Source: an optimization exercise on an open RTL-to-GDS flow (aim: small area and a short achievable clock period). Production flows keep margins and buffers that such runs may drop.
RTL that was checked went through simulation tests only; none was proved equivalent to the original.
The RTL of run 1 was laid out without a check of its function.
Power and IR drop assume default switching activity.

==> flow/design.v, too long to show whole: its modules and the start of the top module <==
// module mag_fa: 10 lines
// module fft_mag_sq_frame: 713 lines
module fft_mag_sq_frame
#(
  parameter  int FFT_LEN = 64,
  localparam int IDX_W   = $clog2(FFT_LEN)
) (
  input  logic             aclk,
  input  logic             areset,
  input  logic [31:0]      slave_tdata,
  input  logic             slave_tvalid,
  output logic             slave_tready,
  output logic [31:0]      master_tdata,
  output logic             master_tvalid,
  input  logic             master_tready,
  output logic             master_tlast,
  output logic [IDX_W-1:0] peak_bin,
  output logic [31:0]      peak_mag,
  output logic             peak_valid
);
  // ...
==> flow/flow/run.sh <==
#!/bin/bash
set -euo pipefail
bash standard.sh "BUFFER_PORTS_ARGS=-buffer_cell sky130_fd_sc_hd__buf_1" finish > standard.log 2>&1
==> flow/standard.sh <==
#!/bin/bash
# synth_recipe.tcl (not shown) runs the flow's synth.tcl, then flattens the netlist and writes it again
# the make line also repeats each setting of config.mk as NAME=value (left out here)
make -C /OpenROAD-flow-scripts/flow DESIGN_CONFIG=/design/flow/config.mk WORK_HOME=/design/flow/orfs CLKGATE_MAP_FILE= SYNTH_SCRIPT=/design/flow/synth_recipe.tcl "${@:-finish}"
==> flow/config.mk <==
export PLATFORM = sky130hd
export DESIGN_NAME = fft_mag_sq_frame
export DESIGN_NICKNAME = fft_mag_sq_frame
export VERILOG_FILES = /design/flow/design.v
export SDC_FILE = /design/flow/constraint.sdc
export NUM_CORES = 4
export LEC_CHECK = 0
export ABC_CLOCK_PERIOD_IN_PS = 3500
export CAP_MARGIN = 20
export CORE_MARGIN = 2
export CORE_UTILIZATION = 40
export CTS_BUF_LIST = sky130_fd_sc_hd__clkbuf_8
export CTS_CLUSTER_DIAMETER = 50
export CTS_CLUSTER_SIZE = 16
export SETUP_SLACK_MARGIN = 3.2
export SLEW_MARGIN = 20
export SYNTH_HIERARCHICAL = 1
export SYNTH_MINIMUM_KEEP_SIZE = 0
==> flow/constraint.sdc <==
create_clock -name core_clock -period 7.0 [get_ports {aclk}]
set_input_delay 1.4000 -clock core_clock [delete_from_list [all_inputs] [get_ports {aclk}]]
set_output_delay 1.4000 -clock core_clock [all_outputs]
set_load 0.01 [all_outputs]
==> impl_metrics.tcl, run 1 <==
set metrics [dict create \
    status "timing/DRC/antenna clean" \
    ant_nets 0 \
    power-top-group "combinational cells" \
    combPwrFrac_pct 50.0 \
    yosysWarningCount 7 \
    die_y_um 198 \
    dp.cells 1718 \
    seq_share_pct 39.3 \
    layout-drive-gt1-share_pct 7.67 \
    post-route-min-period_ps 3610 \
    fmax_ghz 0.277 \
    fin_skew_ps 18.1 \
    synthFlopType "edfxtp_1" \
    cpLargestDelayFamily "adder cells" \
    grt_busiest_layer "met2" \
    finalPower_uw 6890 \
    wl_per_cell_um 17.5 \
    ys_seq_area_share_pct 43.3 \
    final_cell_area_um2 16600 \
    area_share_nonclk_buffers_pct 2.81 \
    clk_path_buf_depth 3 \
    clockPowerShare_pct 15.8 \
    drtIter0Drc 617 \
    totalWireLength_um 31000 \
    cp.required_ps 7300 \
    synth.most_common_cell "nand2_1" \
    path_common_cell "fa_1" \
    postLayoutCoreUtil_pct 45.1 \
    met1_length_um 14100 \
    cp_num_buf_inv 0 \
    use_met2_pct 25.7 \
    crit_path_start_kind "flop" \
    cts_hold_buf 0 \
    num_antenna_cells 0 \
    netlist_top_cells_count "230 x nand2_1, 210 x edfxtp_1, 188 x fa_1, 118 x inv_1, 76 x ha_1" \
    ys_types 51 \
]
==> module fft_mag_sq_frame, before the edit <==
module fft_mag_sq_frame
#(
  parameter  int FFT_LEN = 64,
  localparam int IDX_W   = $clog2(FFT_LEN)
) (
  input  logic             aclk,
  input  logic             areset,
  input  logic [31:0]      slave_tdata,
  input  logic             slave_tvalid,
  output logic             slave_tready,
  output logic [31:0]      master_tdata,
  output logic             master_tvalid,
  input  logic             master_tready,
  output logic             master_tlast,
  output logic [IDX_W-1:0] peak_bin,
  output logic [31:0]      peak_mag,
  output logic             peak_valid
);
  localparam logic [IDX_W-1:0] LAST_IDX = IDX_W'(FFT_LEN - 1);
  logic             en_s, hs_s, first_s, last_s, upd_s;
  logic [15:0]      re_s, im_s, re_abs_s, im_abs_s;
  logic [31:0]      sum_s, mag_s;
  logic [15:0]      tree_a_s, tree_b_s;
  logic             s1_valid_r, s2_valid_r, s3_valid_r;
  logic [15:0]      s1_re_r, s1_im_r;
  logic [31:0]      s3_mag_r;
  logic [IDX_W-1:0] bin_cnt_r;
  logic [31:0]      run_max_r, peak_mag_r;
  logic [IDX_W-1:0] run_bin_r, peak_bin_r;
  logic             peak_valid_r;
  assign tree_a_s = s1_re_r;
  assign tree_b_s = s1_im_r;
  logic [69:0] tree_bits_s, s2_bits_r;
  wire ppa_0_1 = ~(tree_a_s[0] & tree_a_s[1]);
  wire ppa_0_2 = ~(tree_a_s[0] & tree_a_s[2]);
  wire ppa_0_3 = ~(tree_a_s[0] & tree_a_s[3]);
  wire ppa_0_4 = ~(tree_a_s[0] & tree_a_s[4]);
  wire ppa_0_5 = ~(tree_a_s[0] & tree_a_s[5]);
  wire ppa_0_6 = ~(tree_a_s[0] & tree_a_s[6]);
  wire ppa_0_7 = ~(tree_a_s[0] & tree_a_s[7]);
  wire ppa_0_8 = ~(tree_a_s[0] & tree_a_s[8]);
  wire ppa_0_9 = ~(tree_a_s[0] & tree_a_s[9]);
  wire ppa_0_10 = ~(tree_a_s[0] & tree_a_s[10]);
  wire ppa_0_11 = ~(tree_a_s[0] & tree_a_s[11]);
  wire ppa_0_12 = ~(tree_a_s[0] & tree_a_s[12]);
  wire ppa_0_13 = ~(tree_a_s[0] & tree_a_s[13]);
  wire ppa_0_14 = ~(tree_a_s[0] & tree_a_s[14]);
  wire ppa_1_2 = ~(tree_a_s[1] & tree_a_s[2]);
  wire ppa_1_3 = ~(tree_a_s[1] & tree_a_s[3]);
  wire ppa_1_4 = ~(tree_a_s[1] & tree_a_s[4]);
  wire ppa_1_5 = ~(tree_a_s[1] & tree_a_s[5]);
  wire ppa_1_6 = ~(tree_a_s[1] & tree_a_s[6]);
  wire ppa_1_7 = ~(tree_a_s[1] & tree_a_s[7]);
  wire ppa_1_8 = ~(tree_a_s[1] & tree_a_s[8]);
  wire ppa_1_9 = ~(tree_a_s[1] & tree_a_s[9]);
  wire ppa_1_10 = ~(tree_a_s[1] & tree_a_s[10]);
  wire ppa_1_11 = ~(tree_a_s[1] & tree_a_s[11]);
  wire ppa_1_12 = ~(tree_a_s[1] & tree_a_s[12]);
  wire ppa_1_13 = ~(tree_a_s[1] & tree_a_s[13]);
  wire ppa_1_14 = ~(tree_a_s[1] & tree_a_s[14]);
  wire ppa_2_3 = ~(tree_a_s[2] & tree_a_s[3]);
  wire ppa_2_4 = ~(tree_a_s[2] & tree_a_s[4]);
  wire ppa_2_5 = ~(tree_a_s[2] & tree_a_s[5]);
  wire ppa_2_6 = ~(tree_a_s[2] & tree_a_s[6]);
  wire ppa_2_7 = ~(tree_a_s[2] & tree_a_s[7]);
  wire ppa_2_8 = ~(tree_a_s[2] & tree_a_s[8]);
  wire ppa_2_9 = ~(tree_a_s[2] & tree_a_s[9]);
  wire ppa_2_10 = ~(tree_a_s[2] & tree_a_s[10]);
  wire ppa_2_11 = ~(tree_a_s[2] & tree_a_s[11]);
  wire ppa_2_12 = ~(tree_a_s[2] & tree_a_s[12]);
  wire ppa_2_13 = ~(tree_a_s[2] & tree_a_s[13]);
  wire ppa_2_14 = ~(tree_a_s[2] & tree_a_s[14]);
  wire ppa_3_4 = ~(tree_a_s[3] & tree_a_s[4]);
  wire ppa_3_5 = ~(tree_a_s[3] & tree_a_s[5]);
  wire ppa_3_6 = ~(tree_a_s[3] & tree_a_s[6]);
  wire ppa_3_7 = ~(tree_a_s[3] & tree_a_s[7]);
  wire ppa_3_8 = ~(tree_a_s[3] & tree_a_s[8]);
  wire ppa_3_9 = ~(tree_a_s[3] & tree_a_s[9]);
  wire ppa_3_10 = ~(tree_a_s[3] & tree_a_s[10]);
  wire ppa_3_11 = ~(tree_a_s[3] & tree_a_s[11]);
  wire ppa_3_12 = ~(tree_a_s[3] & tree_a_s[12]);
  wire ppa_3_13 = ~(tree_a_s[3] & tree_a_s[13]);
  wire ppa_3_14 = ~(tree_a_s[3] & tree_a_s[14]);
  wire ppa_4_5 = ~(tree_a_s[4] & tree_a_s[5]);
  wire ppa_4_6 = ~(tree_a_s[4] & tree_a_s[6]);
  wire ppa_4_7 = ~(tree_a_s[4] & tree_a_s[7]);
  wire ppa_4_8 = ~(tree_a_s[4] & tree_a_s[8]);
  wire ppa_4_9 = ~(tree_a_s[4] & tree_a_s[9]);
  wire ppa_4_10 = ~(tree_a_s[4] & tree_a_s[10]);
  wire ppa_4_11 = ~(tree_a_s[4] & tree_a_s[11]);
  wire ppa_4_12 = ~(tree_a_s[4] & tree_a_s[12]);
  wire ppa_4_13 = ~(tree_a_s[4] & tree_a_s[13]);
  wire ppa_4_14 = ~(tree_a_s[4] & tree_a_s[14]);
  wire ppa_5_6 = ~(tree_a_s[5] & tree_a_s[6]);
  wire ppa_5_7 = ~(tree_a_s[5] & tree_a_s[7]);
  wire ppa_5_8 = ~(tree_a_s[5] & tree_a_s[8]);
  wire ppa_5_9 = ~(tree_a_s[5] & tree_a_s[9]);
  wire ppa_5_10 = ~(tree_a_s[5] & tree_a_s[10]);
  wire ppa_5_11 = ~(tree_a_s[5] & tree_a_s[11]);
  wire ppa_5_12 = ~(tree_a_s[5] & tree_a_s[12]);
  wire ppa_5_13 = ~(tree_a_s[5] & tree_a_s[13]);
  wire ppa_5_14 = ~(tree_a_s[5] & tree_a_s[14]);
  wire ppa_6_7 = ~(tree_a_s[6] & tree_a_s[7]);
  wire ppa_6_8 = ~(tree_a_s[6] & tree_a_s[8]);
  wire ppa_6_9 = ~(tree_a_s[6] & tree_a_s[9]);
  wire ppa_6_10 = ~(tree_a_s[6] & tree_a_s[10]);
  wire ppa_6_11 = ~(tree_a_s[6] & tree_a_s[11]);
  wire ppa_6_12 = ~(tree_a_s[6] & tree_a_s[12]);
  wire ppa_6_13 = ~(tree_a_s[6] & tree_a_s[13]);
  wire ppa_6_14 = ~(tree_a_s[6] & tree_a_s[14]);
  wire ppa_7_8 = ~(tree_a_s[7] & tree_a_s[8]);
  wire ppa_7_9 = ~(tree_a_s[7] & tree_a_s[9]);
  wire ppa_7_10 = ~(tree_a_s[7] & tree_a_s[10]);
  wire ppa_7_11 = ~(tree_a_s[7] & tree_a_s[11]);
  wire ppa_7_12 = ~(tree_a_s[7] & tree_a_s[12]);
  wire ppa_7_13 = ~(tree_a_s[7] & tree_a_s[13]);
  wire ppa_7_14 = ~(tree_a_s[7] & tree_a_s[14]);
  wire ppa_8_9 = ~(tree_a_s[8] & tree_a_s[9]);
  wire ppa_8_10 = ~(tree_a_s[8] & tree_a_s[10]);
  wire ppa_8_11 = ~(tree_a_s[8] & tree_a_s[11]);
  wire ppa_8_12 = ~(tree_a_s[8] & tree_a_s[12]);
  wire ppa_8_13 = ~(tree_a_s[8] & tree_a_s[13]);
  wire ppa_8_14 = ~(tree_a_s[8] & tree_a_s[14]);
  wire ppa_9_10 = ~(tree_a_s[9] & tree_a_s[10]);
  wire ppa_9_11 = ~(tree_a_s[9] & tree_a_s[11]);
  wire ppa_9_12 = ~(tree_a_s[9] & tree_a_s[12]);
  wire ppa_9_13 = ~(tree_a_s[9] & tree_a_s[13]);
  wire ppa_9_14 = ~(tree_a_s[9] & tree_a_s[14]);
  wire ppa_10_11 = ~(tree_a_s[10] & tree_a_s[11]);
  wire ppa_10_12 = ~(tree_a_s[10] & tree_a_s[12]);
  wire ppa_10_13 = ~(tree_a_s[10] & tree_a_s[13]);
  wire ppa_10_14 = ~(tree_a_s[10] & tree_a_s[14]);
  wire ppa_11_12 = ~(tree_a_s[11] & tree_a_s[12]);
  wire ppa_11_13 = ~(tree_a_s[11] & tree_a_s[13]);
  wire ppa_11_14 = ~(tree_a_s[11] & tree_a_s[14]);
  wire ppa_12_13 = ~(tree_a_s[12] & tree_a_s[13]);
  wire ppa_12_14 = ~(tree_a_s[12] & tree_a_s[14]);
  wire ppa_13_14 = ~(tree_a_s[13] & tree_a_s[14]);
  wire ppb_0_1 = ~(tree_b_s[0] & tree_b_s[1]);
  wire ppb_0_2 = ~(tree_b_s[0] & tree_b_s[2]);
  wire ppb_0_3 = ~(tree_b_s[0] & tree_b_s[3]);
  wire ppb_0_4 = ~(tree_b_s[0] & tree_b_s[4]);
  wire ppb_0_5 = ~(tree_b_s[0] & tree_b_s[5]);
  wire ppb_0_6 = ~(tree_b_s[0] & tree_b_s[6]);
  wire ppb_0_7 = ~(tree_b_s[0] & tree_b_s[7]);
  wire ppb_0_8 = ~(tree_b_s[0] & tree_b_s[8]);
  wire ppb_0_9 = ~(tree_b_s[0] & tree_b_s[9]);
  wire ppb_0_10 = ~(tree_b_s[0] & tree_b_s[10]);
  wire ppb_0_11 = ~(tree_b_s[0] & tree_b_s[11]);
  wire ppb_0_12 = ~(tree_b_s[0] & tree_b_s[12]);
  wire ppb_0_13 = ~(tree_b_s[0] & tree_b_s[13]);
  wire ppb_0_14 = ~(tree_b_s[0] & tree_b_s[14]);
  wire ppb_1_2 = ~(tree_b_s[1] & tree_b_s[2]);
  wire ppb_1_3 = ~(tree_b_s[1] & tree_b_s[3]);
  wire ppb_1_4 = ~(tree_b_s[1] & tree_b_s[4]);
  wire ppb_1_5 = ~(tree_b_s[1] & tree_b_s[5]);
  wire ppb_1_6 = ~(tree_b_s[1] & tree_b_s[6]);
  wire ppb_1_7 = ~(tree_b_s[1] & tree_b_s[7]);
  wire ppb_1_8 = ~(tree_b_s[1] & tree_b_s[8]);
  wire ppb_1_9 = ~(tree_b_s[1] & tree_b_s[9]);
  wire ppb_1_10 = ~(tree_b_s[1] & tree_b_s[10]);
  wire ppb_1_11 = ~(tree_b_s[1] & tree_b_s[11]);
  wire ppb_1_12 = ~(tree_b_s[1] & tree_b_s[12]);
  wire ppb_1_13 = ~(tree_b_s[1] & tree_b_s[13]);
  wire ppb_1_14 = ~(tree_b_s[1] & tree_b_s[14]);
  wire ppb_2_3 = ~(tree_b_s[2] & tree_b_s[3]);
  wire ppb_2_4 = ~(tree_b_s[2] & tree_b_s[4]);
  wire ppb_2_5 = ~(tree_b_s[2] & tree_b_s[5]);
  wire ppb_2_6 = ~(tree_b_s[2] & tree_b_s[6]);
  wire ppb_2_7 = ~(tree_b_s[2] & tree_b_s[7]);
  wire ppb_2_8 = ~(tree_b_s[2] & tree_b_s[8]);
  wire ppb_2_9 = ~(tree_b_s[2] & tree_b_s[9]);
  wire ppb_2_10 = ~(tree_b_s[2] & tree_b_s[10]);
  wire ppb_2_11 = ~(tree_b_s[2] & tree_b_s[11]);
  wire ppb_2_12 = ~(tree_b_s[2] & tree_b_s[12]);
  wire ppb_2_13 = ~(tree_b_s[2] & tree_b_s[13]);
  wire ppb_2_14 = ~(tree_b_s[2] & tree_b_s[14]);
  wire ppb_3_4 = ~(tree_b_s[3] & tree_b_s[4]);
  wire ppb_3_5 = ~(tree_b_s[3] & tree_b_s[5]);
  wire ppb_3_6 = ~(tree_b_s[3] & tree_b_s[6]);
  wire ppb_3_7 = ~(tree_b_s[3] & tree_b_s[7]);
  wire ppb_3_8 = ~(tree_b_s[3] & tree_b_s[8]);
  wire ppb_3_9 = ~(tree_b_s[3] & tree_b_s[9]);
  wire ppb_3_10 = ~(tree_b_s[3] & tree_b_s[10]);
  wire ppb_3_11 = ~(tree_b_s[3] & tree_b_s[11]);
  wire ppb_3_12 = ~(tree_b_s[3] & tree_b_s[12]);
  wire ppb_3_13 = ~(tree_b_s[3] & tree_b_s[13]);
  wire ppb_3_14 = ~(tree_b_s[3] & tree_b_s[14]);
  wire ppb_4_5 = ~(tree_b_s[4] & tree_b_s[5]);
  wire ppb_4_6 = ~(tree_b_s[4] & tree_b_s[6]);
  wire ppb_4_7 = ~(tree_b_s[4] & tree_b_s[7]);
  wire ppb_4_8 = ~(tree_b_s[4] & tree_b_s[8]);
  wire ppb_4_9 = ~(tree_b_s[4] & tree_b_s[9]);
  wire ppb_4_10 = ~(tree_b_s[4] & tree_b_s[10]);
  wire ppb_4_11 = ~(tree_b_s[4] & tree_b_s[11]);
  wire ppb_4_12 = ~(tree_b_s[4] & tree_b_s[12]);
  wire ppb_4_13 = ~(tree_b_s[4] & tree_b_s[13]);
  wire ppb_4_14 = ~(tree_b_s[4] & tree_b_s[14]);
  wire ppb_5_6 = ~(tree_b_s[5] & tree_b_s[6]);
  wire ppb_5_7 = ~(tree_b_s[5] & tree_b_s[7]);
  wire ppb_5_8 = ~(tree_b_s[5] & tree_b_s[8]);
  wire ppb_5_9 = ~(tree_b_s[5] & tree_b_s[9]);
  wire ppb_5_10 = ~(tree_b_s[5] & tree_b_s[10]);
  wire ppb_5_11 = ~(tree_b_s[5] & tree_b_s[11]);
  wire ppb_5_12 = ~(tree_b_s[5] & tree_b_s[12]);
  wire ppb_5_13 = ~(tree_b_s[5] & tree_b_s[13]);
  wire ppb_5_14 = ~(tree_b_s[5] & tree_b_s[14]);
  wire ppb_6_7 = ~(tree_b_s[6] & tree_b_s[7]);
  wire ppb_6_8 = ~(tree_b_s[6] & tree_b_s[8]);
  wire ppb_6_9 = ~(tree_b_s[6] & tree_b_s[9]);
  wire ppb_6_10 = ~(tree_b_s[6] & tree_b_s[10]);
  wire ppb_6_11 = ~(tree_b_s[6] & tree_b_s[11]);
  wire ppb_6_12 = ~(tree_b_s[6] & tree_b_s[12]);
  wire ppb_6_13 = ~(tree_b_s[6] & tree_b_s[13]);
  wire ppb_6_14 = ~(tree_b_s[6] & tree_b_s[14]);
  wire ppb_7_8 = ~(tree_b_s[7] & tree_b_s[8]);
  wire ppb_7_9 = ~(tree_b_s[7] & tree_b_s[9]);
  wire ppb_7_10 = ~(tree_b_s[7] & tree_b_s[10]);
  wire ppb_7_11 = ~(tree_b_s[7] & tree_b_s[11]);
  wire ppb_7_12 = ~(tree_b_s[7] & tree_b_s[12]);
  wire ppb_7_13 = ~(tree_b_s[7] & tree_b_s[13]);
  wire ppb_7_14 = ~(tree_b_s[7] & tree_b_s[14]);
  wire ppb_8_9 = ~(tree_b_s[8] & tree_b_s[9]);
  wire ppb_8_10 = ~(tree_b_s[8] & tree_b_s[10]);
  wire ppb_8_11 = ~(tree_b_s[8] & tree_b_s[11]);
  wire ppb_8_12 = ~(tree_b_s[8] & tree_b_s[12]);
  wire ppb_8_13 = ~(tree_b_s[8] & tree_b_s[13]);
  wire ppb_8_14 = ~(tree_b_s[8] & tree_b_s[14]);
  wire ppb_9_10 = ~(tree_b_s[9] & tree_b_s[10]);
  wire ppb_9_11 = ~(tree_b_s[9] & tree_b_s[11]);
  wire ppb_9_12 = ~(tree_b_s[9] & tree_b_s[12]);
  wire ppb_9_13 = ~(tree_b_s[9] & tree_b_s[13]);
  wire ppb_9_14 = ~(tree_b_s[9] & tree_b_s[14]);
  wire ppb_10_11 = ~(tree_b_s[10] & tree_b_s[11]);
  wire ppb_10_12 = ~(tree_b_s[10] & tree_b_s[12]);
  wire ppb_10_13 = ~(tree_b_s[10] & tree_b_s[13]);
  wire ppb_10_14 = ~(tree_b_s[10] & tree_b_s[14]);
  wire ppb_11_12 = ~(tree_b_s[11] & tree_b_s[12]);
  wire ppb_11_13 = ~(tree_b_s[11] & tree_b_s[13]);
  wire ppb_11_14 = ~(tree_b_s[11] & tree_b_s[14]);
  wire ppb_12_13 = ~(tree_b_s[12] & tree_b_s[13]);
  wire ppb_12_14 = ~(tree_b_s[12] & tree_b_s[14]);
  wire ppb_13_14 = ~(tree_b_s[13] & tree_b_s[14]);
  wire ha0_s = ~(~tree_a_s[6] ^ ~tree_b_s[6]);
  wire ha0_c = ~tree_a_s[6] | ~tree_b_s[6];
  wire fa1_s, fa1_c;
  mag_fa u_fa1 (.a(~tree_a_s[7]), .b(~tree_b_s[7]), .c(ppa_0_13), .s(fa1_s), .co(fa1_c));
  wire ha2_s = ~(ppa_1_12 ^ ppa_2_11);
  wire ha2_c = ppa_1_12 | ppa_2_11;
  wire fa3_s, fa3_c;
  mag_fa u_fa3 (.a(ppa_0_14), .b(ppa_1_13), .c(ppa_2_12), .s(fa3_s), .co(fa3_c));
  wire ha4_s = ~(ppa_3_11 ^ ppa_4_10);
  wire ha4_c = ppa_3_11 | ppa_4_10;
  wire fa5_s, fa5_c;
  mag_fa u_fa5 (.a(~tree_a_s[8]), .b(~tree_b_s[8]), .c(ppa_1_14), .s(fa5_s), .co(fa5_c));
  wire fa6_s, fa6_c;
  mag_fa u_fa6 (.a(ppa_2_13), .b(ppa_3_12), .c(ppa_4_11), .s(fa6_s), .co(fa6_c));
  wire ha7_s = ~(ppa_5_10 ^ ppa_6_9);
  wire ha7_c = ppa_5_10 | ppa_6_9;
  wire fa8_s, fa8_c;
  mag_fa u_fa8 (.a(ppa_2_14), .b(ppa_3_13), .c(ppa_4_12), .s(fa8_s), .co(fa8_c));
  wire fa9_s, fa9_c;
  mag_fa u_fa9 (.a(~tree_a_s[9]), .b(~tree_b_s[9]), .c(ppa_3_14), .s(fa9_s), .co(fa9_c));
  wire ha10_s = ~(~tree_a_s[4] ^ ~tree_b_s[4]);
  wire ha10_c = ~tree_a_s[4] | ~tree_b_s[4];
  wire fa11_s, fa11_c;
  mag_fa u_fa11 (.a(~tree_a_s[5]), .b(~tree_b_s[5]), .c(ppa_0_9), .s(fa11_s), .co(fa11_c));
  wire ha12_s = ~(ppa_1_8 ^ ppa_2_7);
  wire ha12_c = ppa_1_8 | ppa_2_7;
  wire fa13_s, fa13_c;
  mag_fa u_fa13 (.a(ppa_0_10), .b(ppa_1_9), .c(ppa_2_8), .s(fa13_s), .co(fa13_c));
  wire ha14_s = ~(ppa_3_7 ^ ppa_4_6);
  wire ha14_c = ppa_3_7 | ppa_4_6;
  wire fa15_s, fa15_c;
  mag_fa u_fa15 (.a(ppa_0_11), .b(ppa_1_10), .c(ppa_2_9), .s(fa15_s), .co(fa15_c));
  wire fa16_s, fa16_c;
  mag_fa u_fa16 (.a(ppa_3_8), .b(ppa_4_7), .c(ppa_5_6), .s(fa16_s), .co(fa16_c));
  wire fa17_s, fa17_c;
  mag_fa u_fa17 (.a(ppb_0_11), .b(ppb_1_10), .c(ppb_2_9), .s(fa17_s), .co(fa17_c));
  wire fa18_s, fa18_c;
  mag_fa u_fa18 (.a(ppa_0_12), .b(ppa_1_11), .c(ppa_2_10), .s(fa18_s), .co(fa18_c));
  wire fa19_s, fa19_c;
  mag_fa u_fa19 (.a(ppa_3_9), .b(ppa_4_8), .c(ppa_5_7), .s(fa19_s), .co(fa19_c));
  wire fa20_s, fa20_c;
  mag_fa u_fa20 (.a(ppb_0_12), .b(ppb_1_11), .c(ppb_2_10), .s(fa20_s), .co(fa20_c));
  wire ha21_s = ~(ppb_3_9 ^ ppb_4_8);
  wire ha21_c = ppb_3_9 | ppb_4_8;
  wire fa22_s, fa22_c;
  mag_fa u_fa22 (.a(ppa_3_10), .b(ppa_4_9), .c(ppa_5_8), .s(fa22_s), .co(fa22_c));
  wire fa23_s, fa23_c;
  mag_fa u_fa23 (.a(ppa_6_7), .b(ppb_0_13), .c(ppb_1_12), .s(fa23_s), .co(fa23_c));
  wire fa24_s, fa24_c;
  mag_fa u_fa24 (.a(ppb_2_11), .b(ppb_3_10), .c(ppb_4_9), .s(fa24_s), .co(fa24_c));
  wire fa25_s, fa25_c;
  mag_fa u_fa25 (.a(ppb_5_8), .b(ppb_6_7), .c(ha2_s), .s(fa25_s), .co(fa25_c));
  wire fa26_s, fa26_c;
  mag_fa u_fa26 (.a(ppa_5_9), .b(ppa_6_8), .c(ppb_0_14), .s(fa26_s), .co(fa26_c));
  wire fa27_s, fa27_c;
  mag_fa u_fa27 (.a(ppb_1_13), .b(ppb_2_12), .c(ppb_3_11), .s(fa27_s), .co(fa27_c));
  wire fa28_s, fa28_c;
  mag_fa u_fa28 (.a(ppb_4_10), .b(ppb_5_9), .c(ppb_6_8), .s(fa28_s), .co(fa28_c));
  wire fa29_s, fa29_c;
  mag_fa u_fa29 (.a(ha2_c), .b(ha4_s), .c(fa1_c), .s(fa29_s), .co(fa29_c));
  wire fa30_s, fa30_c;
  mag_fa u_fa30 (.a(ppa_7_8), .b(ppb_1_14), .c(ppb_2_13), .s(fa30_s), .co(fa30_c));
  wire fa31_s, fa31_c;
  mag_fa u_fa31 (.a(ppb_3_12), .b(ppb_4_11), .c(ppb_5_10), .s(fa31_s), .co(fa31_c));
  wire fa32_s, fa32_c;
  mag_fa u_fa32 (.a(ppb_6_9), .b(ppb_7_8), .c(ha4_c), .s(fa32_s), .co(fa32_c));
  wire fa33_s, fa33_c;
  mag_fa u_fa33 (.a(ha7_s), .b(fa3_c), .c(fa5_s), .s(fa33_s), .co(fa33_c));
  wire fa34_s, fa34_c;
  mag_fa u_fa34 (.a(ppa_5_11), .b(ppa_6_10), .c(ppa_7_9), .s(fa34_s), .co(fa34_c));
  wire fa35_s, fa35_c;
  mag_fa u_fa35 (.a(ppb_2_14), .b(ppb_3_13), .c(ppb_4_12), .s(fa35_s), .co(fa35_c));
  wire fa36_s, fa36_c;
  mag_fa u_fa36 (.a(ppb_5_11), .b(ppb_6_10), .c(ppb_7_9), .s(fa36_s), .co(fa36_c));
  wire fa37_s, fa37_c;
  mag_fa u_fa37 (.a(ha7_c), .b(fa5_c), .c(fa6_c), .s(fa37_s), .co(fa37_c));
  wire fa38_s, fa38_c;
  mag_fa u_fa38 (.a(ppa_4_13), .b(ppa_5_12), .c(ppa_6_11), .s(fa38_s), .co(fa38_c));
  wire fa39_s, fa39_c;
  mag_fa u_fa39 (.a(ppa_7_10), .b(ppa_8_9), .c(ppb_3_14), .s(fa39_s), .co(fa39_c));
  wire fa40_s, fa40_c;
  mag_fa u_fa40 (.a(ppb_4_13), .b(ppb_5_12), .c(ppb_6_11), .s(fa40_s), .co(fa40_c));
  wire fa41_s, fa41_c;
  mag_fa u_fa41 (.a(ppb_7_10), .b(ppb_8_9), .c(fa8_c), .s(fa41_s), .co(fa41_c));
  wire fa42_s, fa42_c;
  mag_fa u_fa42 (.a(ppa_4_14), .b(ppa_5_13), .c(ppa_6_12), .s(fa42_s), .co(fa42_c));
  wire fa43_s, fa43_c;
  mag_fa u_fa43 (.a(ppa_7_11), .b(ppa_8_10), .c(ppb_4_14), .s(fa43_s), .co(fa43_c));
  wire fa44_s, fa44_c;
  mag_fa u_fa44 (.a(ppb_5_13), .b(ppb_6_12), .c(ppb_7_11), .s(fa44_s), .co(fa44_c));
  wire fa45_s, fa45_c;
  mag_fa u_fa45 (.a(~tree_a_s[10]), .b(~tree_b_s[10]), .c(ppa_5_14), .s(fa45_s), .co(fa45_c));
  wire fa46_s, fa46_c;
  mag_fa u_fa46 (.a(ppa_6_13), .b(ppa_7_12), .c(ppa_8_11), .s(fa46_s), .co(fa46_c));
  wire fa47_s, fa47_c;
  mag_fa u_fa47 (.a(ppa_9_10), .b(ppb_5_14), .c(ppb_6_13), .s(fa47_s), .co(fa47_c));
  wire fa48_s, fa48_c;
  mag_fa u_fa48 (.a(ppa_6_14), .b(ppa_7_13), .c(ppa_8_12), .s(fa48_s), .co(fa48_c));
  wire fa49_s, fa49_c;
  mag_fa u_fa49 (.a(~tree_a_s[11]), .b(~tree_b_s[11]), .c(ppa_7_14), .s(fa49_s), .co(fa49_c));
  wire fa50_s, fa50_c;
  mag_fa u_fa50 (.a(~tree_a_s[3]), .b(~tree_b_s[3]), .c(ppa_0_5), .s(fa50_s), .co(fa50_c));
  wire ha51_s = ~(ppa_0_6 ^ ppa_1_5);
  wire ha51_c = ppa_0_6 | ppa_1_5;
  wire fa52_s, fa52_c;
  mag_fa u_fa52 (.a(ppa_0_7), .b(ppa_1_6), .c(ppa_2_5), .s(fa52_s), .co(fa52_c));
  wire fa53_s, fa53_c;
  mag_fa u_fa53 (.a(ppa_3_4), .b(ppb_0_7), .c(ppb_1_6), .s(fa53_s), .co(fa53_c));
  wire fa54_s, fa54_c;
  mag_fa u_fa54 (.a(ppa_0_8), .b(ppa_1_7), .c(ppa_2_6), .s(fa54_s), .co(fa54_c));
  wire fa55_s, fa55_c;
  mag_fa u_fa55 (.a(ppa_3_5), .b(ppb_0_8), .c(ppb_1_7), .s(fa55_s), .co(fa55_c));
  wire ha56_s = ~(ppb_2_6 ^ ppb_3_5);
  wire ha56_c = ppb_2_6 | ppb_3_5;
  wire fa57_s, fa57_c;
  mag_fa u_fa57 (.a(ppa_3_6), .b(ppa_4_5), .c(ppb_0_9), .s(fa57_s), .co(fa57_c));
  wire fa58_s, fa58_c;
  mag_fa u_fa58 (.a(ppb_1_8), .b(ppb_2_7), .c(ppb_3_6), .s(fa58_s), .co(fa58_c));
  wire fa59_s, fa59_c;
  mag_fa u_fa59 (.a(ppb_4_5), .b(ha12_s), .c(fa11_s), .s(fa59_s), .co(fa59_c));
  wire fa60_s, fa60_c;
  mag_fa u_fa60 (.a(ppb_0_10), .b(ppb_1_9), .c(ppb_2_8), .s(fa60_s), .co(fa60_c));
  wire fa61_s, fa61_c;
  mag_fa u_fa61 (.a(ppb_3_7), .b(ppb_4_6), .c(ha12_c), .s(fa61_s), .co(fa61_c));
  wire fa62_s, fa62_c;
  mag_fa u_fa62 (.a(ha14_s), .b(fa11_c), .c(fa13_s), .s(fa62_s), .co(fa62_c));
  wire fa63_s, fa63_c;
  mag_fa u_fa63 (.a(ppb_3_8), .b(ppb_4_7), .c(ppb_5_6), .s(fa63_s), .co(fa63_c));
  wire fa64_s, fa64_c;
  mag_fa u_fa64 (.a(ha0_s), .b(ha14_c), .c(fa13_c), .s(fa64_s), .co(fa64_c));
  wire fa65_s, fa65_c;
  mag_fa u_fa65 (.a(fa15_s), .b(fa16_s), .c(fa17_s), .s(fa65_s), .co(fa65_c));
  wire fa66_s, fa66_c;
  mag_fa u_fa66 (.a(ppb_5_7), .b(ha0_c), .c(ha21_s), .s(fa66_s), .co(fa66_c));
  wire fa67_s, fa67_c;
  mag_fa u_fa67 (.a(fa15_c), .b(fa16_c), .c(fa17_c), .s(fa67_s), .co(fa67_c));
  wire fa68_s, fa68_c;
  mag_fa u_fa68 (.a(fa18_s), .b(fa19_s), .c(fa20_s), .s(fa68_s), .co(fa68_c));
  wire fa69_s, fa69_c;
  mag_fa u_fa69 (.a(ha21_c), .b(fa18_c), .c(fa19_c), .s(fa69_s), .co(fa69_c));
  wire fa70_s, fa70_c;
  mag_fa u_fa70 (.a(fa20_c), .b(fa22_s), .c(fa23_s), .s(fa70_s), .co(fa70_c));
  wire fa71_s, fa71_c;
  mag_fa u_fa71 (.a(fa24_s), .b(fa1_s), .c(fa25_s), .s(fa71_s), .co(fa71_c));
  wire fa72_s, fa72_c;
  mag_fa u_fa72 (.a(fa22_c), .b(fa23_c), .c(fa24_c), .s(fa72_s), .co(fa72_c));
  wire fa73_s, fa73_c;
  mag_fa u_fa73 (.a(fa26_s), .b(fa27_s), .c(fa28_s), .s(fa73_s), .co(fa73_c));
  wire fa74_s, fa74_c;
  mag_fa u_fa74 (.a(fa3_s), .b(fa25_c), .c(fa29_s), .s(fa74_s), .co(fa74_c));
  wire fa75_s, fa75_c;
  mag_fa u_fa75 (.a(fa26_c), .b(fa27_c), .c(fa28_c), .s(fa75_s), .co(fa75_c));
  wire fa76_s, fa76_c;
  mag_fa u_fa76 (.a(fa30_s), .b(fa31_s), .c(fa6_s), .s(fa76_s), .co(fa76_c));
  wire fa77_s, fa77_c;
  mag_fa u_fa77 (.a(fa32_s), .b(fa29_c), .c(fa33_s), .s(fa77_s), .co(fa77_c));
  wire fa78_s, fa78_c;
  mag_fa u_fa78 (.a(fa30_c), .b(fa31_c), .c(fa34_s), .s(fa78_s), .co(fa78_c));
  wire fa79_s, fa79_c;
  mag_fa u_fa79 (.a(fa35_s), .b(fa36_s), .c(fa8_s), .s(fa79_s), .co(fa79_c));
  wire fa80_s, fa80_c;
  mag_fa u_fa80 (.a(fa32_c), .b(fa37_s), .c(fa33_c), .s(fa80_s), .co(fa80_c));
  wire fa81_s, fa81_c;
  mag_fa u_fa81 (.a(fa34_c), .b(fa35_c), .c(fa36_c), .s(fa81_s), .co(fa81_c));
  wire fa82_s, fa82_c;
  mag_fa u_fa82 (.a(fa38_s), .b(fa39_s), .c(fa40_s), .s(fa82_s), .co(fa82_c));
  wire fa83_s, fa83_c;
  mag_fa u_fa83 (.a(fa9_s), .b(fa37_c), .c(fa41_s), .s(fa83_s), .co(fa83_c));
  wire fa84_s, fa84_c;
  mag_fa u_fa84 (.a(ppb_8_10), .b(fa9_c), .c(fa38_c), .s(fa84_s), .co(fa84_c));
  wire fa85_s, fa85_c;
  mag_fa u_fa85 (.a(fa39_c), .b(fa40_c), .c(fa42_s), .s(fa85_s), .co(fa85_c));
  wire fa86_s, fa86_c;
  mag_fa u_fa86 (.a(fa43_s), .b(fa44_s), .c(fa41_c), .s(fa86_s), .co(fa86_c));
  wire fa87_s, fa87_c;
  mag_fa u_fa87 (.a(ppb_7_12), .b(ppb_8_11), .c(ppb_9_10), .s(fa87_s), .co(fa87_c));
  wire fa88_s, fa88_c;
  mag_fa u_fa88 (.a(fa42_c), .b(fa43_c), .c(fa44_c), .s(fa88_s), .co(fa88_c));
  wire fa89_s, fa89_c;
  mag_fa u_fa89 (.a(fa45_s), .b(fa46_s), .c(fa47_s), .s(fa89_s), .co(fa89_c));
  wire fa90_s, fa90_c;
  mag_fa u_fa90 (.a(ppa_9_11), .b(ppb_6_14), .c(ppb_7_13), .s(fa90_s), .co(fa90_c));
  wire fa91_s, fa91_c;
  mag_fa u_fa91 (.a(ppb_8_12), .b(ppb_9_11), .c(fa45_c), .s(fa91_s), .co(fa91_c));
  wire fa92_s, fa92_c;
  mag_fa u_fa92 (.a(fa46_c), .b(fa47_c), .c(fa48_s), .s(fa92_s), .co(fa92_c));
  wire fa93_s, fa93_c;
  mag_fa u_fa93 (.a(ppa_8_13), .b(ppa_9_12), .c(ppa_10_11), .s(fa93_s), .co(fa93_c));
  wire fa94_s, fa94_c;
  mag_fa u_fa94 (.a(ppb_7_14), .b(ppb_8_13), .c(ppb_9_12), .s(fa94_s), .co(fa94_c));
  wire fa95_s, fa95_c;
  mag_fa u_fa95 (.a(ppb_10_11), .b(fa48_c), .c(fa49_s), .s(fa95_s), .co(fa95_c));
  wire fa96_s, fa96_c;
  mag_fa u_fa96 (.a(ppa_8_14), .b(ppa_9_13), .c(ppa_10_12), .s(fa96_s), .co(fa96_c));
  wire fa97_s, fa97_c;
  mag_fa u_fa97 (.a(ppb_8_14), .b(ppb_9_13), .c(ppb_10_12), .s(fa97_s), .co(fa97_c));
  wire fa98_s, fa98_c;
  mag_fa u_fa98 (.a(~tree_a_s[12]), .b(~tree_b_s[12]), .c(ppa_9_14), .s(fa98_s), .co(fa98_c));
  wire fa99_s, fa99_c;
  mag_fa u_fa99 (.a(ppa_10_13), .b(ppa_11_12), .c(ppb_9_14), .s(fa99_s), .co(fa99_c));
  wire fa100_s, fa100_c;
  mag_fa u_fa100 (.a(~tree_a_s[2]), .b(~tree_b_s[2]), .c(ppa_0_3), .s(fa100_s), .co(fa100_c));
  wire ha101_s = ~(ppa_0_4 ^ ppa_1_3);
  wire ha101_c = ppa_0_4 | ppa_1_3;
  wire fa102_s, fa102_c;
  mag_fa u_fa102 (.a(ppa_1_4), .b(ppa_2_3), .c(ppb_0_5), .s(fa102_s), .co(fa102_c));
  wire ha103_s = ~(ppb_1_4 ^ ppb_2_3);
  wire ha103_c = ppb_1_4 | ppb_2_3;
  wire fa104_s, fa104_c;
  mag_fa u_fa104 (.a(ppa_2_4), .b(ppb_0_6), .c(ppb_1_5), .s(fa104_s), .co(fa104_c));
  wire fa105_s, fa105_c;
  mag_fa u_fa105 (.a(ppb_2_4), .b(ha51_s), .c(fa50_c), .s(fa105_s), .co(fa105_c));
  wire fa106_s, fa106_c;
  mag_fa u_fa106 (.a(ppb_2_5), .b(ppb_3_4), .c(ha10_s), .s(fa106_s), .co(fa106_c));
  wire fa107_s, fa107_c;
  mag_fa u_fa107 (.a(ha51_c), .b(fa52_s), .c(fa53_s), .s(fa107_s), .co(fa107_c));
  wire fa108_s, fa108_c;
  mag_fa u_fa108 (.a(ha10_c), .b(ha56_s), .c(fa52_c), .s(fa108_s), .co(fa108_c));
  wire fa109_s, fa109_c;
  mag_fa u_fa109 (.a(fa53_c), .b(fa54_s), .c(fa55_s), .s(fa109_s), .co(fa109_c));
  wire fa110_s, fa110_c;
  mag_fa u_fa110 (.a(ha56_c), .b(fa54_c), .c(fa55_c), .s(fa110_s), .co(fa110_c));
  wire fa111_s, fa111_c;
  mag_fa u_fa111 (.a(fa57_s), .b(fa58_s), .c(fa59_s), .s(fa111_s), .co(fa111_c));
  wire fa112_s, fa112_c;
  mag_fa u_fa112 (.a(fa57_c), .b(fa58_c), .c(fa60_s), .s(fa112_s), .co(fa112_c));
  wire fa113_s, fa113_c;
  mag_fa u_fa113 (.a(fa61_s), .b(fa59_c), .c(fa62_s), .s(fa113_s), .co(fa113_c));
  wire fa114_s, fa114_c;
  mag_fa u_fa114 (.a(fa60_c), .b(fa63_s), .c(fa61_c), .s(fa114_s), .co(fa114_c));
  wire fa115_s, fa115_c;
  mag_fa u_fa115 (.a(fa64_s), .b(fa62_c), .c(fa65_s), .s(fa115_s), .co(fa115_c));
  wire fa116_s, fa116_c;
  mag_fa u_fa116 (.a(fa63_c), .b(fa66_s), .c(fa64_c), .s(fa116_s), .co(fa116_c));
  wire fa117_s, fa117_c;
  mag_fa u_fa117 (.a(fa67_s), .b(fa65_c), .c(fa68_s), .s(fa117_s), .co(fa117_c));
  wire fa118_s, fa118_c;
  mag_fa u_fa118 (.a(fa66_c), .b(fa67_c), .c(fa69_s), .s(fa118_s), .co(fa118_c));
  wire fa119_s, fa119_c;
  mag_fa u_fa119 (.a(fa68_c), .b(fa70_s), .c(fa71_s), .s(fa119_s), .co(fa119_c));
  wire fa120_s, fa120_c;
  mag_fa u_fa120 (.a(fa69_c), .b(fa72_s), .c(fa70_c), .s(fa120_s), .co(fa120_c));
  wire fa121_s, fa121_c;
  mag_fa u_fa121 (.a(fa73_s), .b(fa71_c), .c(fa74_s), .s(fa121_s), .co(fa121_c));
  wire fa122_s, fa122_c;
  mag_fa u_fa122 (.a(fa72_c), .b(fa75_s), .c(fa73_c), .s(fa122_s), .co(fa122_c));
  wire fa123_s, fa123_c;
  mag_fa u_fa123 (.a(fa76_s), .b(fa74_c), .c(fa77_s), .s(fa123_s), .co(fa123_c));
  wire fa124_s, fa124_c;
  mag_fa u_fa124 (.a(fa75_c), .b(fa76_c), .c(fa78_s), .s(fa124_s), .co(fa124_c));
  wire fa125_s, fa125_c;
  mag_fa u_fa125 (.a(fa79_s), .b(fa77_c), .c(fa80_s), .s(fa125_s), .co(fa125_c));
  wire fa126_s, fa126_c;
  mag_fa u_fa126 (.a(fa81_s), .b(fa78_c), .c(fa79_c), .s(fa126_s), .co(fa126_c));
  wire fa127_s, fa127_c;
  mag_fa u_fa127 (.a(fa82_s), .b(fa80_c), .c(fa83_s), .s(fa127_s), .co(fa127_c));
  wire fa128_s, fa128_c;
  mag_fa u_fa128 (.a(fa81_c), .b(fa84_s), .c(fa82_c), .s(fa128_s), .co(fa128_c));
  wire fa129_s, fa129_c;
  mag_fa u_fa129 (.a(fa85_s), .b(fa86_s), .c(fa83_c), .s(fa129_s), .co(fa129_c));
  wire fa130_s, fa130_c;
  mag_fa u_fa130 (.a(fa87_s), .b(fa84_c), .c(fa88_s), .s(fa130_s), .co(fa130_c));
  wire fa131_s, fa131_c;
  mag_fa u_fa131 (.a(fa85_c), .b(fa89_s), .c(fa86_c), .s(fa131_s), .co(fa131_c));
  wire fa132_s, fa132_c;
  mag_fa u_fa132 (.a(fa87_c), .b(fa90_s), .c(fa88_c), .s(fa132_s), .co(fa132_c));
  wire fa133_s, fa133_c;
  mag_fa u_fa133 (.a(fa91_s), .b(fa89_c), .c(fa92_s), .s(fa133_s), .co(fa133_c));
  wire fa134_s, fa134_c;
  mag_fa u_fa134 (.a(fa90_c), .b(fa93_s), .c(fa94_s), .s(fa134_s), .co(fa134_c));
  wire fa135_s, fa135_c;
  mag_fa u_fa135 (.a(fa91_c), .b(fa92_c), .c(fa95_s), .s(fa135_s), .co(fa135_c));
  wire fa136_s, fa136_c;
  mag_fa u_fa136 (.a(fa49_c), .b(fa93_c), .c(fa94_c), .s(fa136_s), .co(fa136_c));
  wire fa137_s, fa137_c;
  mag_fa u_fa137 (.a(fa96_s), .b(fa97_s), .c(fa95_c), .s(fa137_s), .co(fa137_c));
  wire fa138_s, fa138_c;
  mag_fa u_fa138 (.a(ppb_10_13), .b(ppb_11_12), .c(fa96_c), .s(fa138_s), .co(fa138_c));
  wire fa139_s, fa139_c;
  mag_fa u_fa139 (.a(fa97_c), .b(fa98_s), .c(fa99_s), .s(fa139_s), .co(fa139_c));
  wire fa140_s, fa140_c;
  mag_fa u_fa140 (.a(ppa_10_14), .b(ppa_11_13), .c(ppb_10_14), .s(fa140_s), .co(fa140_c));
  wire fa141_s, fa141_c;
  mag_fa u_fa141 (.a(ppb_11_13), .b(fa98_c), .c(fa99_c), .s(fa141_s), .co(fa141_c));
  wire fa142_s, fa142_c;
  mag_fa u_fa142 (.a(~tree_a_s[13]), .b(~tree_b_s[13]), .c(ppa_11_14), .s(fa142_s), .co(fa142_c));
  wire fa143_s, fa143_c;
  mag_fa u_fa143 (.a(ppa_12_13), .b(ppb_11_14), .c(ppb_12_13), .s(fa143_s), .co(fa143_c));
  wire ha144_s = ~(~tree_a_s[1] ^ ~tree_b_s[1]);
  wire ha144_c = ~tree_a_s[1] | ~tree_b_s[1];
  wire ha145_s = ~(ppa_1_2 ^ ppb_0_3);
  wire ha145_c = ppa_1_2 | ppb_0_3;
  wire fa146_s, fa146_c;
  mag_fa u_fa146 (.a(ppb_0_4), .b(ppb_1_3), .c(ha101_s), .s(fa146_s), .co(fa146_c));
  wire fa147_s, fa147_c;
  mag_fa u_fa147 (.a(ha101_c), .b(ha103_s), .c(fa102_s), .s(fa147_s), .co(fa147_c));
  wire fa148_s, fa148_c;
  mag_fa u_fa148 (.a(ha103_c), .b(fa102_c), .c(fa104_s), .s(fa148_s), .co(fa148_c));
  wire fa149_s, fa149_c;
  mag_fa u_fa149 (.a(fa104_c), .b(fa106_s), .c(fa105_c), .s(fa149_s), .co(fa149_c));
  wire fa150_s, fa150_c;
  mag_fa u_fa150 (.a(fa106_c), .b(fa108_s), .c(fa107_c), .s(fa150_s), .co(fa150_c));
  wire fa151_s, fa151_c;
  mag_fa u_fa151 (.a(fa108_c), .b(fa110_s), .c(fa109_c), .s(fa151_s), .co(fa151_c));
  wire fa152_s, fa152_c;
  mag_fa u_fa152 (.a(fa110_c), .b(fa112_s), .c(fa111_c), .s(fa152_s), .co(fa152_c));
  wire fa153_s, fa153_c;
  mag_fa u_fa153 (.a(fa112_c), .b(fa114_s), .c(fa113_c), .s(fa153_s), .co(fa153_c));
  wire fa154_s, fa154_c;
  mag_fa u_fa154 (.a(fa114_c), .b(fa116_s), .c(fa115_c), .s(fa154_s), .co(fa154_c));
  wire fa155_s, fa155_c;
  mag_fa u_fa155 (.a(fa116_c), .b(fa117_c), .c(fa118_s), .s(fa155_s), .co(fa155_c));
  wire fa156_s, fa156_c;
  mag_fa u_fa156 (.a(fa118_c), .b(fa120_s), .c(fa119_c), .s(fa156_s), .co(fa156_c));
  wire fa157_s, fa157_c;
  mag_fa u_fa157 (.a(fa120_c), .b(fa122_s), .c(fa121_c), .s(fa157_s), .co(fa157_c));
  wire fa158_s, fa158_c;
  mag_fa u_fa158 (.a(fa122_c), .b(fa124_s), .c(fa125_s), .s(fa158_s), .co(fa158_c));
  wire fa159_s, fa159_c;
  mag_fa u_fa159 (.a(fa124_c), .b(fa126_s), .c(fa125_c), .s(fa159_s), .co(fa159_c));
  wire fa160_s, fa160_c;
  mag_fa u_fa160 (.a(fa126_c), .b(fa128_s), .c(fa129_s), .s(fa160_s), .co(fa160_c));
  wire fa161_s, fa161_c;
  mag_fa u_fa161 (.a(fa128_c), .b(fa130_s), .c(fa131_s), .s(fa161_s), .co(fa161_c));
  wire fa162_s, fa162_c;
  mag_fa u_fa162 (.a(fa132_s), .b(fa130_c), .c(fa133_s), .s(fa162_s), .co(fa162_c));
  wire fa163_s, fa163_c;
  mag_fa u_fa163 (.a(fa134_s), .b(fa132_c), .c(fa133_c), .s(fa163_s), .co(fa163_c));
  wire fa164_s, fa164_c;
  mag_fa u_fa164 (.a(fa136_s), .b(fa134_c), .c(fa135_c), .s(fa164_s), .co(fa164_c));
  wire fa165_s, fa165_c;
  mag_fa u_fa165 (.a(fa136_c), .b(fa138_s), .c(fa139_s), .s(fa165_s), .co(fa165_c));
  wire fa166_s, fa166_c;
  mag_fa u_fa166 (.a(fa140_s), .b(fa138_c), .c(fa141_s), .s(fa166_s), .co(fa166_c));
  wire fa167_s, fa167_c;
  mag_fa u_fa167 (.a(fa140_c), .b(fa142_s), .c(fa143_s), .s(fa167_s), .co(fa167_c));
  wire fa168_s, fa168_c;
  mag_fa u_fa168 (.a(ppa_12_14), .b(ppb_12_14), .c(fa142_c), .s(fa168_s), .co(fa168_c));
  wire fa169_s, fa169_c;
  mag_fa u_fa169 (.a(~tree_a_s[14]), .b(~tree_b_s[14]), .c(ppa_13_14), .s(fa169_s), .co(fa169_c));
  wire ha170_s = ~(ppa_0_1 ^ ppb_0_1);
  wire ha170_c = ppa_0_1 | ppb_0_1;
  wire fa171_s, fa171_c;
  mag_fa u_fa171 (.a(ppa_0_2), .b(ppb_0_2), .c(ha144_c), .s(fa171_s), .co(fa171_c));
  wire fa172_s, fa172_c;
  mag_fa u_fa172 (.a(ppb_1_2), .b(ha145_s), .c(fa100_s), .s(fa172_s), .co(fa172_c));
  wire fa173_s, fa173_c;
  mag_fa u_fa173 (.a(ha145_c), .b(fa100_c), .c(fa146_s), .s(fa173_s), .co(fa173_c));
  wire fa174_s, fa174_c;
  mag_fa u_fa174 (.a(fa50_s), .b(fa146_c), .c(fa147_s), .s(fa174_s), .co(fa174_c));
  wire fa175_s, fa175_c;
  mag_fa u_fa175 (.a(fa105_s), .b(fa147_c), .c(fa148_s), .s(fa175_s), .co(fa175_c));
  wire fa176_s, fa176_c;
  mag_fa u_fa176 (.a(fa148_c), .b(fa107_s), .c(fa149_s), .s(fa176_s), .co(fa176_c));
  wire fa177_s, fa177_c;
  mag_fa u_fa177 (.a(fa109_s), .b(fa149_c), .c(fa150_s), .s(fa177_s), .co(fa177_c));
  wire fa178_s, fa178_c;
  mag_fa u_fa178 (.a(fa150_c), .b(fa151_s), .c(fa111_s), .s(fa178_s), .co(fa178_c));
  wire fa179_s, fa179_c;
  mag_fa u_fa179 (.a(fa151_c), .b(fa113_s), .c(fa152_s), .s(fa179_s), .co(fa179_c));
  wire fa180_s, fa180_c;
  mag_fa u_fa180 (.a(fa115_s), .b(fa152_c), .c(fa153_s), .s(fa180_s), .co(fa180_c));
  wire fa181_s, fa181_c;
  mag_fa u_fa181 (.a(fa117_s), .b(fa153_c), .c(fa154_s), .s(fa181_s), .co(fa181_c));
  wire fa182_s, fa182_c;
  mag_fa u_fa182 (.a(fa119_s), .b(fa154_c), .c(fa155_s), .s(fa182_s), .co(fa182_c));
  wire lo183_s = ~(~tree_a_s[0] ^ ~tree_b_s[0]);
  wire lo183_c = ~tree_a_s[0] | ~tree_b_s[0];
  wire lo184_s = ~(ha170_s ^ ha144_s);
  wire lo184_c = ha170_s | ha144_s;
  wire lo185_s, lo185_c;
  mag_fa u_lo185 (.a(fa171_s), .b(ha170_c), .c(lo184_c), .s(lo185_s), .co(lo185_c));
  wire lo186_s, lo186_c;
  mag_fa u_lo186 (.a(fa172_s), .b(fa171_c), .c(lo185_c), .s(lo186_s), .co(lo186_c));
  wire lo187_s, lo187_c;
  mag_fa u_lo187 (.a(fa173_s), .b(fa172_c), .c(lo186_c), .s(lo187_s), .co(lo187_c));
  wire lo188_s, lo188_c;
  mag_fa u_lo188 (.a(fa174_s), .b(fa173_c), .c(lo187_c), .s(lo188_s), .co(lo188_c));
  assign tree_bits_s = {lo188_c, ~tree_b_s[15], ~tree_a_s[15], fa169_c, fa168_c, fa169_s, ppb_13_14, fa167_c, fa168_s, fa143_c, fa166_c, fa167_s, fa141_c, fa166_s, fa165_c, fa139_c, fa164_c, fa165_s, fa137_c, fa164_s, fa163_c, fa137_s, fa162_c, fa163_s, fa135_s, fa161_c, fa162_s, fa131_c, fa160_c, fa161_s, fa129_c, fa160_s, fa159_c, fa127_c, fa159_s, fa158_c, fa127_s, fa158_s, fa157_c, fa123_c, fa157_s, fa156_c, fa123_s, fa182_c, fa156_s, fa121_s, fa155_c, fa181_c, fa182_s, fa180_c, fa181_s, fa179_c, fa180_s, fa178_c, fa179_s, fa177_c, fa178_s, fa176_c, fa177_s, fa175_c, fa176_s, fa174_c, fa175_s, lo188_s, lo187_s, lo186_s, lo185_s, lo184_s, lo183_c, lo183_s};
  assign en_s         = master_tready;
  assign slave_tready = master_tready;
  assign re_s     = slave_tdata[15:0];
  assign im_s     = slave_tdata[31:16];
  assign re_abs_s = re_s[15] ? (~re_s + 16'd1) : re_s;
  assign im_abs_s = im_s[15] ? (~im_s + 16'd1) : im_s;
  always_ff @(posedge aclk) begin
    if (areset) begin
      s1_valid_r <= 1'b0;
      s2_valid_r <= 1'b0;
      s3_valid_r <= 1'b0;
    end else if (en_s) begin
      s1_valid_r <= slave_tvalid;
      s2_valid_r <= s1_valid_r;
      s3_valid_r <= s2_valid_r;
    end
  end
  always_ff @(posedge aclk) begin
    if (en_s) begin
      s1_re_r   <= re_abs_s;
      s1_im_r   <= im_abs_s;
      s2_bits_r <= tree_bits_s;
      s3_mag_r  <= sum_s;
    end
  end
  wire pf189_s, pf189_c;
  mag_fa u_pf189 (.a(s2_bits_r[23]), .b(s2_bits_r[24]), .c(s2_bits_r[25]), .s(pf189_s), .co(pf189_c));
  wire pf190_s, pf190_c;
  mag_fa u_pf190 (.a(s2_bits_r[27]), .b(s2_bits_r[28]), .c(s2_bits_r[29]), .s(pf190_s), .co(pf190_c));
  wire pf191_s, pf191_c;
  mag_fa u_pf191 (.a(s2_bits_r[30]), .b(s2_bits_r[31]), .c(s2_bits_r[32]), .s(pf191_s), .co(pf191_c));
  wire pf192_s, pf192_c;
  mag_fa u_pf192 (.a(s2_bits_r[33]), .b(s2_bits_r[34]), .c(s2_bits_r[35]), .s(pf192_s), .co(pf192_c));
  wire pf193_s, pf193_c;
  mag_fa u_pf193 (.a(s2_bits_r[36]), .b(s2_bits_r[37]), .c(s2_bits_r[38]), .s(pf193_s), .co(pf193_c));
  wire pf194_s, pf194_c;
  mag_fa u_pf194 (.a(s2_bits_r[39]), .b(s2_bits_r[40]), .c(s2_bits_r[41]), .s(pf194_s), .co(pf194_c));
  wire pf195_s, pf195_c;
  mag_fa u_pf195 (.a(s2_bits_r[42]), .b(s2_bits_r[43]), .c(s2_bits_r[44]), .s(pf195_s), .co(pf195_c));
  wire pf196_s, pf196_c;
  mag_fa u_pf196 (.a(s2_bits_r[45]), .b(s2_bits_r[46]), .c(s2_bits_r[47]), .s(pf196_s), .co(pf196_c));
  wire pf197_s, pf197_c;
  mag_fa u_pf197 (.a(s2_bits_r[48]), .b(s2_bits_r[49]), .c(s2_bits_r[50]), .s(pf197_s), .co(pf197_c));
  wire pf198_s, pf198_c;
  mag_fa u_pf198 (.a(s2_bits_r[51]), .b(s2_bits_r[52]), .c(s2_bits_r[53]), .s(pf198_s), .co(pf198_c));
  wire pf199_s, pf199_c;
  mag_fa u_pf199 (.a(s2_bits_r[54]), .b(s2_bits_r[55]), .c(s2_bits_r[56]), .s(pf199_s), .co(pf199_c));
  wire pf200_s, pf200_c;
  mag_fa u_pf200 (.a(s2_bits_r[57]), .b(s2_bits_r[58]), .c(s2_bits_r[59]), .s(pf200_s), .co(pf200_c));
  wire pf201_s, pf201_c;
  mag_fa u_pf201 (.a(s2_bits_r[60]), .b(s2_bits_r[61]), .c(s2_bits_r[62]), .s(pf201_s), .co(pf201_c));
  wire pf202_s, pf202_c;
  mag_fa u_pf202 (.a(s2_bits_r[63]), .b(s2_bits_r[64]), .c(s2_bits_r[65]), .s(pf202_s), .co(pf202_c));
  assign sum_s[6:0] = ~{s2_bits_r[6], s2_bits_r[5], s2_bits_r[4], s2_bits_r[3], s2_bits_r[2], s2_bits_r[1], s2_bits_r[0]};
  assign sum_s[31:7] = ~({1'b1, s2_bits_r[67], s2_bits_r[66], pf202_s, pf201_s, pf200_s, pf199_s, pf198_s, pf197_s, pf196_s, pf195_s, pf194_s, pf193_s, pf192_s, pf191_s, pf190_s, pf189_s, s2_bits_r[21], s2_bits_r[19], s2_bits_r[17], s2_bits_r[15], s2_bits_r[13], s2_bits_r[11], s2_bits_r[9], s2_bits_r[7]} + {1'b1, s2_bits_r[68], pf202_c, pf201_c, pf200_c, pf199_c, pf198_c, pf197_c, pf196_c, pf195_c, pf194_c, pf193_c, pf192_c, pf191_c, pf190_c, pf189_c, s2_bits_r[26], s2_bits_r[22], s2_bits_r[20], s2_bits_r[18], s2_bits_r[16], s2_bits_r[14], s2_bits_r[12], s2_bits_r[10], s2_bits_r[8]} + 25'(s2_bits_r[69]));
  assign mag_s = s3_mag_r;
  assign hs_s    = s3_valid_r && master_tready;
  assign first_s = (bin_cnt_r == {IDX_W{1'b0}});
  assign last_s  = (bin_cnt_r == LAST_IDX);
  always_ff @(posedge aclk) begin
    if (areset) begin
      bin_cnt_r <= {IDX_W{1'b0}};
    end else if (hs_s) begin
      bin_cnt_r <= bin_cnt_r + IDX_W'(1);
    end
  end
  assign upd_s = first_s || (mag_s > run_max_r);
  always_ff @(posedge aclk) begin
    if (hs_s && upd_s) begin
      run_max_r <= mag_s;
      run_bin_r <= bin_cnt_r;
    end
    if (hs_s && last_s) begin
      peak_mag_r <= upd_s ? mag_s : run_max_r;
      peak_bin_r <= upd_s ? bin_cnt_r : run_bin_r;
    end
  end
  always_ff @(posedge aclk) begin
    if (areset) begin
      peak_valid_r <= 1'b0;
    end else begin
      peak_valid_r <= hs_s && last_s;
    end
  end
  assign master_tvalid = s3_valid_r;
  assign master_tdata  = mag_s;
  assign master_tlast  = last_s;
  assign peak_bin      = peak_bin_r;
  assign peak_mag      = peak_mag_r;
  assign peak_valid    = peak_valid_r;
endmodule
==> run 2, diff against run 1 <==
--- a/flow/design.v
+++ b/flow/design.v
@@ -706,7 +706,9 @@
       run_bin_r <= bin_cnt_r;
     end
-    if (hs_s && last_s) begin
-      peak_mag_r <= upd_s ? mag_s : run_max_r;
-      peak_bin_r <= upd_s ? bin_cnt_r : run_bin_r;
+  end
+  always_ff @(posedge aclk) begin
+    if (peak_valid_r) begin
+      peak_mag_r <= run_max_r;
+      peak_bin_r <= run_bin_r;
     end
   end
@@ -721,6 +723,6 @@
   assign master_tdata  = mag_s;
   assign master_tlast  = last_s;
-  assign peak_bin      = peak_bin_r;
-  assign peak_mag      = peak_mag_r;
+  assign peak_bin      = peak_valid_r ? run_bin_r : peak_bin_r;
+  assign peak_mag      = peak_valid_r ? run_max_r : peak_mag_r;
   assign peak_valid    = peak_valid_r;
 endmodule
--- a/flow/config.mk
+++ b/flow/config.mk
@@ -6,5 +6,5 @@
 export NUM_CORES = 4
 export LEC_CHECK = 0
-export ABC_CLOCK_PERIOD_IN_PS = 3500
+export ABC_CLOCK_PERIOD_IN_PS = 3300
 export CAP_MARGIN = 20
 export CORE_MARGIN = 2
@@ -13,5 +13,5 @@
 export CTS_CLUSTER_DIAMETER = 50
 export CTS_CLUSTER_SIZE = 16
-export SETUP_SLACK_MARGIN = 3.2
+export SETUP_SLACK_MARGIN = 3.5
 export SLEW_MARGIN = 20
 export SYNTH_HIERARCHICAL = 1
==> impl_metrics.tcl, run 2 <==
set metrics [dict create \
    hold_ws_ps 473 \
    clk_path_buf_depth 3 \
    post-route-min-period_ps 3450 \
    die_w_um 196 \
    yosysWarningCount 7 \
    regMostFlops "s2_bits_r" \
    drv_cap 0 \
    cp_num_buf_inv 1 \
    endpoint_kind "flop" \
    die_area_um2 38200 \
    whs_path_depth 1 \
    final_cells 1863 \
    gp_congestion 0.887 \
    async_flop_share_pct 0 \
    cts_hold_buf 0 \
    grt_use_total_pct 17.5 \
    vias_per_cell 5.00 \
    layout-drive-gt1-share_pct 12.9 \
    num_antenna_cells 0 \
    r2r_cells 6 \
    crit_type "flop to flop" \
    r2r-start "s1_im_r[6]" \
    crit_path_start_kind "flop" \
    r2r-end "s2_bits_r[19]" \
    netlist_top_cells_count "223 x nand2_1, 188 x fa_1, 172 x edfxtp_1, 108 x inv_1, 76 x ha_1" \
    clockRootBuffer "clkbuf_8" \
    grt_antenna_before_repair 0 \
    ant_nets 0 \
    ys_seq_area_share_pct 41.8 \
    cts_tree "yes" \
    synthFlopType "edfxtp_1" \
    totalWireLength_um 32900 \
    fin_skew_ps 22.1 \
    ys_ff_latch 220 \
    dp.cells 1736 \
    syn2layout_area_growth_pct 14.2 \
    place_ws_ps 3360 \
    drtIter0Drc 536 \
    core_um2 36300 \
    largest_reg_flops 70 \
    r2r_slack_ps 3550 \
    grt_max_degree 59 \
    fin_ws_ps 3550 \
    whs_endpoint "peak_mag_r[27]" \
    min_period_over_period_pct 49.2 \
    synth_area_um2 14700 \
    gr-total-overflow 0 \
    slew_violations 0 \
    mostFrequentLayoutCell "nand2_1" \
    crit_arrival_ps 3780 \
    path_depth 6 \
    path_common_cell "fa_1" \
    rows 70 \
    wl_per_cell_um 17.6 \
    rsz0062_at_grt "no" \
    worst_pin_slew_ps 823 \
    port_buffers 109 \
    dpl.hpwl_um 23700 \
    ys_types 54 \
    via_count 9314 \
    worstHoldPathType "flop to flop" \
    power_leakage_uw 0.00641 \
    grt_pass1_wl_um 52700 \
    first_global_vias 9881 \
    hold_viol 0 \
    p_per_area_nw_per_um2 418 \
    cts-buffers-inserted 27 \
    peakVddDrop_uv 228 \
    start_util_pct 40.4 \
    synth.largest_area_cell "edfxtp_1" \
    finalPower_uw 7010 \
    drc 0 \
    clock-sinks 220 \
    first_pass_iters 5 \
    synth_edf_count 172 \
    status "timing/DRC/antenna clean" \
    insertion_delay_ps 600 \
    synth.most_common_cell "nand2_1" \
    min_from "peak_mag_r[27]" \
    path_clk_slew_ps 90 \
    syn_inst 1203 \
    yosys-top-cells-area "edfxtp_1 35%, fa_1 26%, dfxtp_1 6.6%" \
    avgSynthCellArea_um2 12.2 \
    die_y_um 196 \
    finalNetCount 1674 \
    io-pin-count 110 \
    critPathMaxFanout 15 \
    cpLargestDelayFamily "adder cells" \
    layout_common_cells "223 x nand2_1, 188 x fa_1, 172 x edfxtp_1" \
    synthesis.nets 1503 \
    cp.required_ps 7330 \
    cp_cell_sequence "ha_1 -> inv_1 -> fa_1 -> fa_1 -> fa_1 -> fa_1" \
    max_slew_margin_pct 45.1 \
    fmax_ghz 0.290 \
    yosysTopAreaCellShare_pct 35.2 \
    setup_tns_ps 0 \
    cp_slowest_cell "edfxtp_1" \
    setup_viol 0 \
    htree_levels 1 \
    critPathMaxStageDelay_ps 900 \
]
## run 2: layout make-up
| type | count | area [µm²] |
|---|---|---|
| timing repair buffer | 189 | 1060 |
| clock inverter | 23 | 250 |
| inverter | 108 | 405 |
| fill | 3334 | 19600 |
| sequential | 220 | 6130 |
| clock buffer | 27 | 372 |
| multi-input combinational | 828 | 7960 |
| tap | 468 | 586 |
## run 2: logic make-up after synthesis
| kind of cell | Yosys count | synth area share (%) |
|---|---|---|
| muxes | 41 | 3.12 |
| AOI/OAI and AO/OA | 122 | 5.39 |
| xor gates and xnor gates | 50 | 2.99 |
| and+or+nand+nor | 351 | 10.5 |
| DFF | 220 | 41.8 |
| adders and majority gates | 264 | 32.1 |
| buffers and inverters | 155 | 4.06 |
## run 2: stage by stage
stage | util (%) | cell area [µm²]
after detailed placement | 42.7 | 15500
after global placement | 42.7 | 15500
final | 46.1 | 16800
after CTS | 45.7 | 16600
after floorplan | - | 14700
after global routing | 46.1 | 16800
## run 2: power breakdown
group | switching (µW) | leakage, µW | internal, µW
combinational | 2160 | 0.00407 | 1610
sequential | 196 | 0.00202 | 2020
clock | 544 | 0.000317 | 475
## run 2: worst max-delay path by stage
stage,to,startpoint
4_1_cts,s2_bits_r[21],s1_im_r[1]
5_1_grt,s2_bits_r[19],s1_im_r[6]
3_5_place_dp,s2_bits_r[21],s1_re_r[9]
6_report,s2_bits_r[19],s1_im_r[6]
3_3_place_gp,s1_im_r[6],master_tready
2_1_floorplan,run_bin_r[0],master_tready
## run 2: layer usage
metal | global-route usage [%] | routed length, µm | share of wire, %
met1 | 23.4 | 14200 | 43
met5 | 0 | 0 | 0
met3 | 4.65 | 2700 | 8.2
met4 | 5.48 | 1040 | 3.2
met2 | 28.0 | 15000 | 45
## run 2: per-module statistics from Yosys (local to each module, per instance)
module | cells inside | flops+latches | cell area (µm²) | copies in the design
fft_mag_sq_frame | 1017 | 220 | 10900 | 1
mag_fa | 1 | 0 | 20.0 | 186
## run 2: what timing repair did
| item | 4_1_cts | 5_1_grt |
|---|---|---|
| setup buffers | 59 | 18 |
| pin swaps | 0 | 1 |
| endpoints found under the setup margin | 50 | 38 |
| gates resized for setup | 2 | 0 |

-- what the ideal ports hide --
No port has a modelled driver above. Below, the same layouts with a new extraction and two added sets of constraints. Step 1, drivers: a clkbuf_16 drives aclk and a buf_2 each remaining input, both assumed. Step 2, shift: input delay + t, output delay - t, t = (earliest + latest rising clock arrival at the registers) / 2. This alone moves slack from input paths to output paths. Slacks: ideal ports / drivers / drivers and shift; pairs: ideal ports / drivers.
run	t, ns	setup slack, ns	pins driven straight from the clock port
run 1	0.600	3.389 / 3.367 / 3.367	1
run 2	0.635	3.554 / 3.554 / 3.554	1
After both steps every run listed still meets setup and hold. The setup slack of run 1, which loses most, moves by -0.022 ns with the drivers and by -0.022 ns with both steps.
